Source: an optimization exercise on an open RTL-to-GDS flow (aim: small area and a short achievable clock period). Production flows keep margins and buffers that such runs may drop.
Where RTL was checked, it was by simulation tests only, not by an equivalence proof against the original.
Power and IR drop assume default switching activity.

## aluCluster
module aluCluster (
    input  logic                            clk,
    input  logic                            rstN,
    input  logic                            awvalid,
    output logic                            awready,
    input  logic [aluBusPkg::ADDR_W-1:0]    awaddr,
    input  logic                            wvalid,
    output logic                            wready,
    input  logic [aluPkg::DATA_W-1:0]       wdata,
    output logic                            bvalid,
    input  logic                            bready,
    output logic [aluBusPkg::RESP_W-1:0]    bresp,
    input  logic                            arvalid,
    output logic                            arready,
    input  logic [aluBusPkg::ADDR_W-1:0]    araddr,
    output logic                            rvalid,
    input  logic                            rready,
    output logic [aluPkg::DATA_W-1:0]       rdata,
    output logic [aluBusPkg::RESP_W-1:0]    rresp
);
    logic                       issue;
    logic [4:0]                 issueOp;
    logic [aluPkg::DATA_W-1:0]  issueA;
    logic [aluPkg::DATA_W-1:0]  issueB;
    logic [aluPkg::DATA_W-1:0]  result;
    logic                       carry;
    logic                       ovf;
    logic                       cond;
    logic                       full;
    logic                       wrValid;
    aluDispatch dispatch_i (
        .clk        (clk),
        .rstN       (rstN),
        .awvalid    (awvalid),
        .awready    (awready),
        .awaddr     (awaddr),
        .wvalid     (wvalid),
        .wready     (wready),
  ...
clock: 26.0 ns
lec_check: 0
cap_margin: 20
core_margin: 2
core_utilization: 40
cts_buf_list: sky130_fd_sc_hd__clkbuf_8
cts_cluster_diameter: 300
cts_cluster_size: 16
slew_margin: 20
standard.sh (not shown) runs the stock make flow with config.mk's settings and CLKGATE_MAP_FILE= SYNTH_SCRIPT=/design/flow/synth_recipe.tcl, a recipe that flattens the netlist after the stock synthesis.
==> flow/flow/run.sh <==
#!/bin/bash
# The standard layout, with plain buffers on the ports instead of the
# delay buffers buffer_ports picks on its own, and repair aiming for slack
# well beyond the clock target. Tool output goes to make.log here and to
# orfs/logs.
set -euo pipefail
bash standard.sh \
  "BUFFER_PORTS_ARGS=-buffer_cell sky130_fd_sc_hd__buf_2" \
  SETUP_SLACK_MARGIN=15 \
  finish > make.log 2>&1
Change:
==> flow/flow/run.sh (replaced) <==
#!/bin/bash
# The standard layout, with plain buffers on the ports instead of the
# delay buffers buffer_ports picks on its own, repair aiming for slack well
# beyond the clock target, and no dummy clock loads. Tool output goes to
# make.log here and to orfs/logs.
set -euo pipefail
bash standard.sh \
  "BUFFER_PORTS_ARGS=-buffer_cell sky130_fd_sc_hd__buf_1" \
  SETUP_SLACK_MARGIN=15 \
  "CTS_ARGS=-sink_clustering_enable -repair_clock_nets -sink_clustering_size 16 -sink_clustering_max_diameter 300 -buf_list sky130_fd_sc_hd__clkbuf_8 -dont_use_dummy_load" \
  finish > make.log 2>&1
Settings changed: CAP_MARGIN 20 to 10, CORE_UTILIZATION 40 to 55, SLEW_MARGIN 20 to 10.
Result: The changed run went through all stages and came out clean. Setup slack gets worse by 0.039 ns. Sequential share of layout area goes up by 0.85 points. Count of clock-buffer cells in the layout does not change. Combinational power came out lower by a few percent. Die area came out lower by a quarter to a third. Final cell count fell by a little under a tenth.
Change:
==> flow/flow/run.sh (replaced) <==
#!/bin/bash
# The standard layout, with plain buffers on the ports instead of the
# delay buffers buffer_ports picks on its own, and repair aiming for slack
# well beyond the clock target. Tool output goes to make.log here and to
# orfs/logs.
set -euo pipefail
bash standard.sh \
  "BUFFER_PORTS_ARGS=-buffer_cell sky130_fd_sc_hd__buf_2" \
  SETUP_SLACK_MARGIN=15 \
  finish > make.log 2>&1
Settings changed: CAP_MARGIN 10 to 20, CORE_UTILIZATION 55 to 40, CTS_BUF_LIST sky130_fd_sc_hd__clkbuf_8 to sky130_fd_sc_hd__clkbuf_16, CTS_CLUSTER_SIZE 16 to 24, SLEW_MARGIN 10 to 20.
Clock skew went down by 0.020 ns.
First-iteration DRC count shrinks by a quarter to a third.
Via count went down slightly.
Synthesized area stays the same.
Cell area went up by a few percent.
Worst setup slack gains 0.039 ns.
Total power rose by a few percent.
Clock-buffer cell count falls by 5.
Change:
==> flow/flow/run.sh (replaced) <==
#!/bin/bash
# The standard layout, with plain buffers on the ports instead of the
# delay buffers buffer_ports picks on its own, repair aiming for slack well
# beyond the clock target, and no dummy clock loads. Tool output goes to
# make.log here and to orfs/logs.
set -euo pipefail
bash standard.sh \
  "BUFFER_PORTS_ARGS=-buffer_cell sky130_fd_sc_hd__buf_2" \
  SETUP_SLACK_MARGIN=15 \
  "CTS_ARGS=-sink_clustering_enable -repair_clock_nets -sink_clustering_size 16 -sink_clustering_max_diameter 300 -buf_list sky130_fd_sc_hd__clkbuf_8 -dont_use_dummy_load" \
  finish > make.log 2>&1
Settings changed: CTS_BUF_LIST sky130_fd_sc_hd__clkbuf_16 to sky130_fd_sc_hd__clkbuf_8, CTS_CLUSTER_SIZE 24 to 16.
After rerunning: Synthesized area does not change. Final cell count is about the same. Clock-buffer cell count increases by 5. Core utilization drops by 0.33 points. Clock power came out lower by 18%.

========
aluCluster, a different RTL version from the one above (not shown whole).
Size in the first run: about 1600 cells after synthesis, roughly 260 flip-flops.
export LEC_CHECK = 0
export CAP_MARGIN = 20
export CORE_MARGIN = 2
export CORE_UTILIZATION = 40
export SLEW_MARGIN = 20
create_clock -name core_clock -period 26.0 [get_ports {clk}]
run.sh (not shown) runs the stock make flow with config.mk's settings and CLKGATE_MAP_FILE= SYNTH_SCRIPT=/design/flow/synth_recipe.tcl, a recipe that flattens the netlist after the stock synthesis.
Stock flow here: none of the scripts above is used.
==> next run, changes <==
Settings changed: ABC_AREA set to 1, CTS_BUF_LIST set to sky130_fd_sc_hd__clkbuf_4.
What happened:
- The new run finished clean
- total power rises by 2.1%
- routed wire length rises by 5.7%
- design area falls by 1.3%
- critical path depth does not change
- global-route usage rises by 2.1 points
- die area falls by 1.9%
- register-to-register slack improved by 170 ps

========
lane 1:
Another version of the RTL of aluCluster (not shown whole).
Size: ~1500 cells after synthesis, roughly 96 I/O pins, roughly 17000 µm² of cells after synthesis.
// aluCluster
module aluCluster (
    input  logic                            clk,
    input  logic                            rstN,
    input  logic                            awvalid,
    output logic                            awready,
    input  logic [aluBusPkg::ADDR_W-1:0]    awaddr,
    input  logic                            wvalid,
    output logic                            wready,
    input  logic [aluPkg::DATA_W-1:0]       wdata,
    output logic                            bvalid,
    input  logic                            bready,
    output logic [aluBusPkg::RESP_W-1:0]    bresp,
    input  logic                            arvalid,
    output logic                            arready,
    input  logic [aluBusPkg::ADDR_W-1:0]    araddr,
    output logic                            rvalid,
    input  logic                            rready,
    output logic [aluPkg::DATA_W-1:0]       rdata,
    output logic [aluBusPkg::RESP_W-1:0]    rresp
);
==> flow/config.mk <==
export PLATFORM = sky130hd
export DESIGN_NAME = aluCluster
export DESIGN_NICKNAME = aluCluster
export VERILOG_FILES = /design/flow/design.v
export SDC_FILE = /design/flow/constraint.sdc
export NUM_CORES = 4
export LEC_CHECK = 0
export CAP_MARGIN = 20
export CORE_MARGIN = 2
export CORE_UTILIZATION = 40
export SLEW_MARGIN = 20
==> flow/constraint.sdc <==
create_clock -name core_clock -period 26.0 [get_ports {clk}]
set_input_delay 5.2000 -clock core_clock [delete_from_list [all_inputs] [get_ports {clk}]]
set_output_delay 5.2000 -clock core_clock [all_outputs]
set_load 0.01 [all_outputs]
standard.sh (not shown) runs the stock make flow with config.mk's settings and CLKGATE_MAP_FILE= SYNTH_SCRIPT=/design/flow/synth_recipe.tcl, a recipe that flattens the netlist after the stock synthesis.
==> flow/flow/run.sh <==
#!/bin/bash
# The standard layout, with plain buffers on the ports instead of the
# delay buffers buffer_ports picks on its own. Tool output goes to make.log
# here and to orfs/logs.
set -euo pipefail
bash standard.sh \
  "BUFFER_PORTS_ARGS=-buffer_cell sky130_fd_sc_hd__buf_2" \
  finish > make.log 2>&1
Changes in lane 2 relative to lane 1:
--- a/flow/flow/run.sh
+++ b/flow/flow/run.sh
@@ -3,2 +3,3 @@
-# delay buffers buffer_ports picks on its own. Tool output goes to make.log
-# here and to orfs/logs.
+# delay buffers buffer_ports picks on its own, and repair aiming for slack
+# well beyond the clock target. Tool output goes to make.log here and to
+# orfs/logs.
@@ -7,0 +9 @@
+  SETUP_SLACK_MARGIN=15 \
[summary]
Lane 2 against lane 1: total net switching power went down by 0.0031 mW; detailed-routing iteration count for the pre-antenna-repair pass went down by 1; register share of total power went up by 0.2 points. | via count | lower: lane 2 |. awaddr[5] as the critical path launch point was reported by lane 1, and awaddr[4] by lane 2.
No run of this note included a check of the RTL's function; only the layout flow was run.

========
Setup of orange:
Another version of the RTL of aluCluster (not shown whole).
Size: roughly 1400 cells after synthesis, about 260 flip-flops.
// aluCluster
module aluCluster (
    input  logic                            clk,
    input  logic                            rstN,
    input  logic                            awvalid,
    output logic                            awready,
    input  logic [aluBusPkg::ADDR_W-1:0]    awaddr,
    input  logic                            wvalid,
    output logic                            wready,
    input  logic [aluPkg::DATA_W-1:0]       wdata,
    output logic                            bvalid,
    input  logic                            bready,
    output logic [aluBusPkg::RESP_W-1:0]    bresp,
    input  logic                            arvalid,
    output logic                            arready,
    input  logic [aluBusPkg::ADDR_W-1:0]    araddr,
    output logic                            rvalid,
    input  logic                            rready,
    output logic [aluPkg::DATA_W-1:0]       rdata,
    output logic [aluBusPkg::RESP_W-1:0]    rresp
);
    logic                       issue;
    logic [4:0]                 issueOp;
    logic [aluPkg::DATA_W-1:0]  issueA;
    logic [aluPkg::DATA_W-1:0]  issueB;
    logic [aluPkg::DATA_W-1:0]  result;
    logic                       carry;
    logic                       ovf;
    logic                       cond;
    logic                       full;
    logic                       wrValid;
    aluDispatch dispatch_i (
        .clk        (clk),
        .rstN       (rstN),
        .awvalid    (awvalid),
        .awready    (awready),
        .awaddr     (awaddr),
        .wvalid     (wvalid),
        .wready     (wready),
        .wdata      (wdata),
        .bvalid     (bvalid),
        .bready     (bready),
  ...
export LEC_CHECK = 0
export CAP_MARGIN = 20
export CORE_MARGIN = 2
export CORE_UTILIZATION = 40
export CTS_BUF_LIST = sky130_fd_sc_hd__clkbuf_8
export CTS_CLUSTER_DIAMETER = 300
export CTS_CLUSTER_SIZE = 16
export SLEW_MARGIN = 20
export SYNTH_HIERARCHICAL = 1
create_clock -name core_clock -period 26.0 [get_ports {clk}]
==> flow/flow/run.sh <==
#!/bin/bash
# The standard layout, with plain buffers on the ports instead of the
# delay buffers buffer_ports picks on its own, repair aiming for slack well
# beyond the clock target, and no dummy clock loads. Tool output goes to
# make.log here and to orfs/logs.
set -euo pipefail
bash standard.sh \
  "BUFFER_PORTS_ARGS=-buffer_cell sky130_fd_sc_hd__buf_1" \
  SETUP_SLACK_MARGIN=15 \
  RECOVER_POWER=100 \
  "CTS_ARGS=-sink_clustering_enable -repair_clock_nets -sink_clustering_size 16 -sink_clustering_max_diameter 300 -buf_list sky130_fd_sc_hd__clkbuf_8 -dont_use_dummy_load" \
  finish > make.log 2>&1
Complete run, failing final checks: orange, reason max-capacitance violations, max-slew violations.
--- input diff orange..red ---
--- a/flow/flow/run.sh
+++ b/flow/flow/run.sh
@@ -8,5 +8,4 @@
   "BUFFER_PORTS_ARGS=-buffer_cell sky130_fd_sc_hd__buf_1" \
   SETUP_SLACK_MARGIN=15 \
-  RECOVER_POWER=100 \
-  "CTS_ARGS=-sink_clustering_enable -repair_clock_nets -sink_clustering_size 16 -sink_clustering_max_diameter 300 -buf_list sky130_fd_sc_hd__clkbuf_8 -dont_use_dummy_load" \
+  "CTS_ARGS=-sink_clustering_enable -repair_clock_nets -sink_clustering_size 18 -sink_clustering_max_diameter 300 -buf_list sky130_fd_sc_hd__clkbuf_8 -dont_use_dummy_load" \
   finish > make.log 2>&1
--- outcome ---
red ended with every stage complete and zero timing, DRC or antenna violations.
~same sequential standard cell area in orange and red
From orange to red the numbers moved as follows: final period demand of the worst path -0.61 ns; core utilization +0.28 points.
Power share of the sequential group: red vs orange up 0.6 points
Status: remaining antenna violation count after routing parity (orange, red)
Compared with orange, red is the less power-hungry design.
Library cell contributing the largest single delay on the critical path: clkbuf_1 -> orange, nor4b_4 -> red
A startpoint of the most critical setup path of dispatch_i.issueOp[1] is what orange shows, while awaddr[4] belongs to red.
Against orange as the reference, red delivers a lower final count of pins violating max slew.
Higher clock skew among orange and red: orange
Sequential power: red vs orange, no meaningful difference

what the ideal ports hide:
The flow's constraints put no driver on any port. The routed layouts listed below were extracted and timed again, unchanged, in two steps.
Step 1 sets driving cells, clkbuf_16 on the clock port and buf_2 on the other inputs (assumed; they add their load-dependent delay and slew).
Step 2 times the ports against the registers' clock, not the clock port: input delays grow and output delays shrink by t, the midpoint of the rising clock arrivals with the driver on.
a / b / c = ideal / step 1 / step 2; a / b = the first two.
run	t (ns)	slack for setup (ns)	worst setup path after step 2	slew at the worst register clock pin (ns)	cell pins on the clock port's net
the first run of note 1	0.636	14.708 / 14.672 / 14.672	input to output	0.10 / 0.10	1
the second run of note 1	0.570	14.669 / 14.636 / 14.636	input to output	0.10 / 0.10	1
the third run of note 1	0.559	14.708 / 14.672 / 14.672	input to output	0.09 / 0.09	1
the fourth run of note 1	0.603	14.708 / 14.672 / 14.672	input to output	0.11 / 0.11	1
the first run of note 2	0.631	13.760 / 13.725 / 13.725	input to output	0.06 / 0.06	1
the second run of note 2	0.823	13.172 / 13.145 / 13.145	input to output	0.08 / 0.08	1
lane 1	0.634	14.485 / 14.457 / 14.457	input to output	0.06 / 0.06	1
lane 2	0.632	14.685 / 14.649 / 14.649	input to output	0.06 / 0.06	1
orange	0.606	14.234 / 14.234 / 14.234	register to register	0.11 / 0.11	1
red	0.621	14.841 / 14.789 / 14.789	input to output	0.11 / 0.11	1
The setup slack of red, which loses most, moves by -0.052 ns with the drivers and by -0.052 ns with both steps.
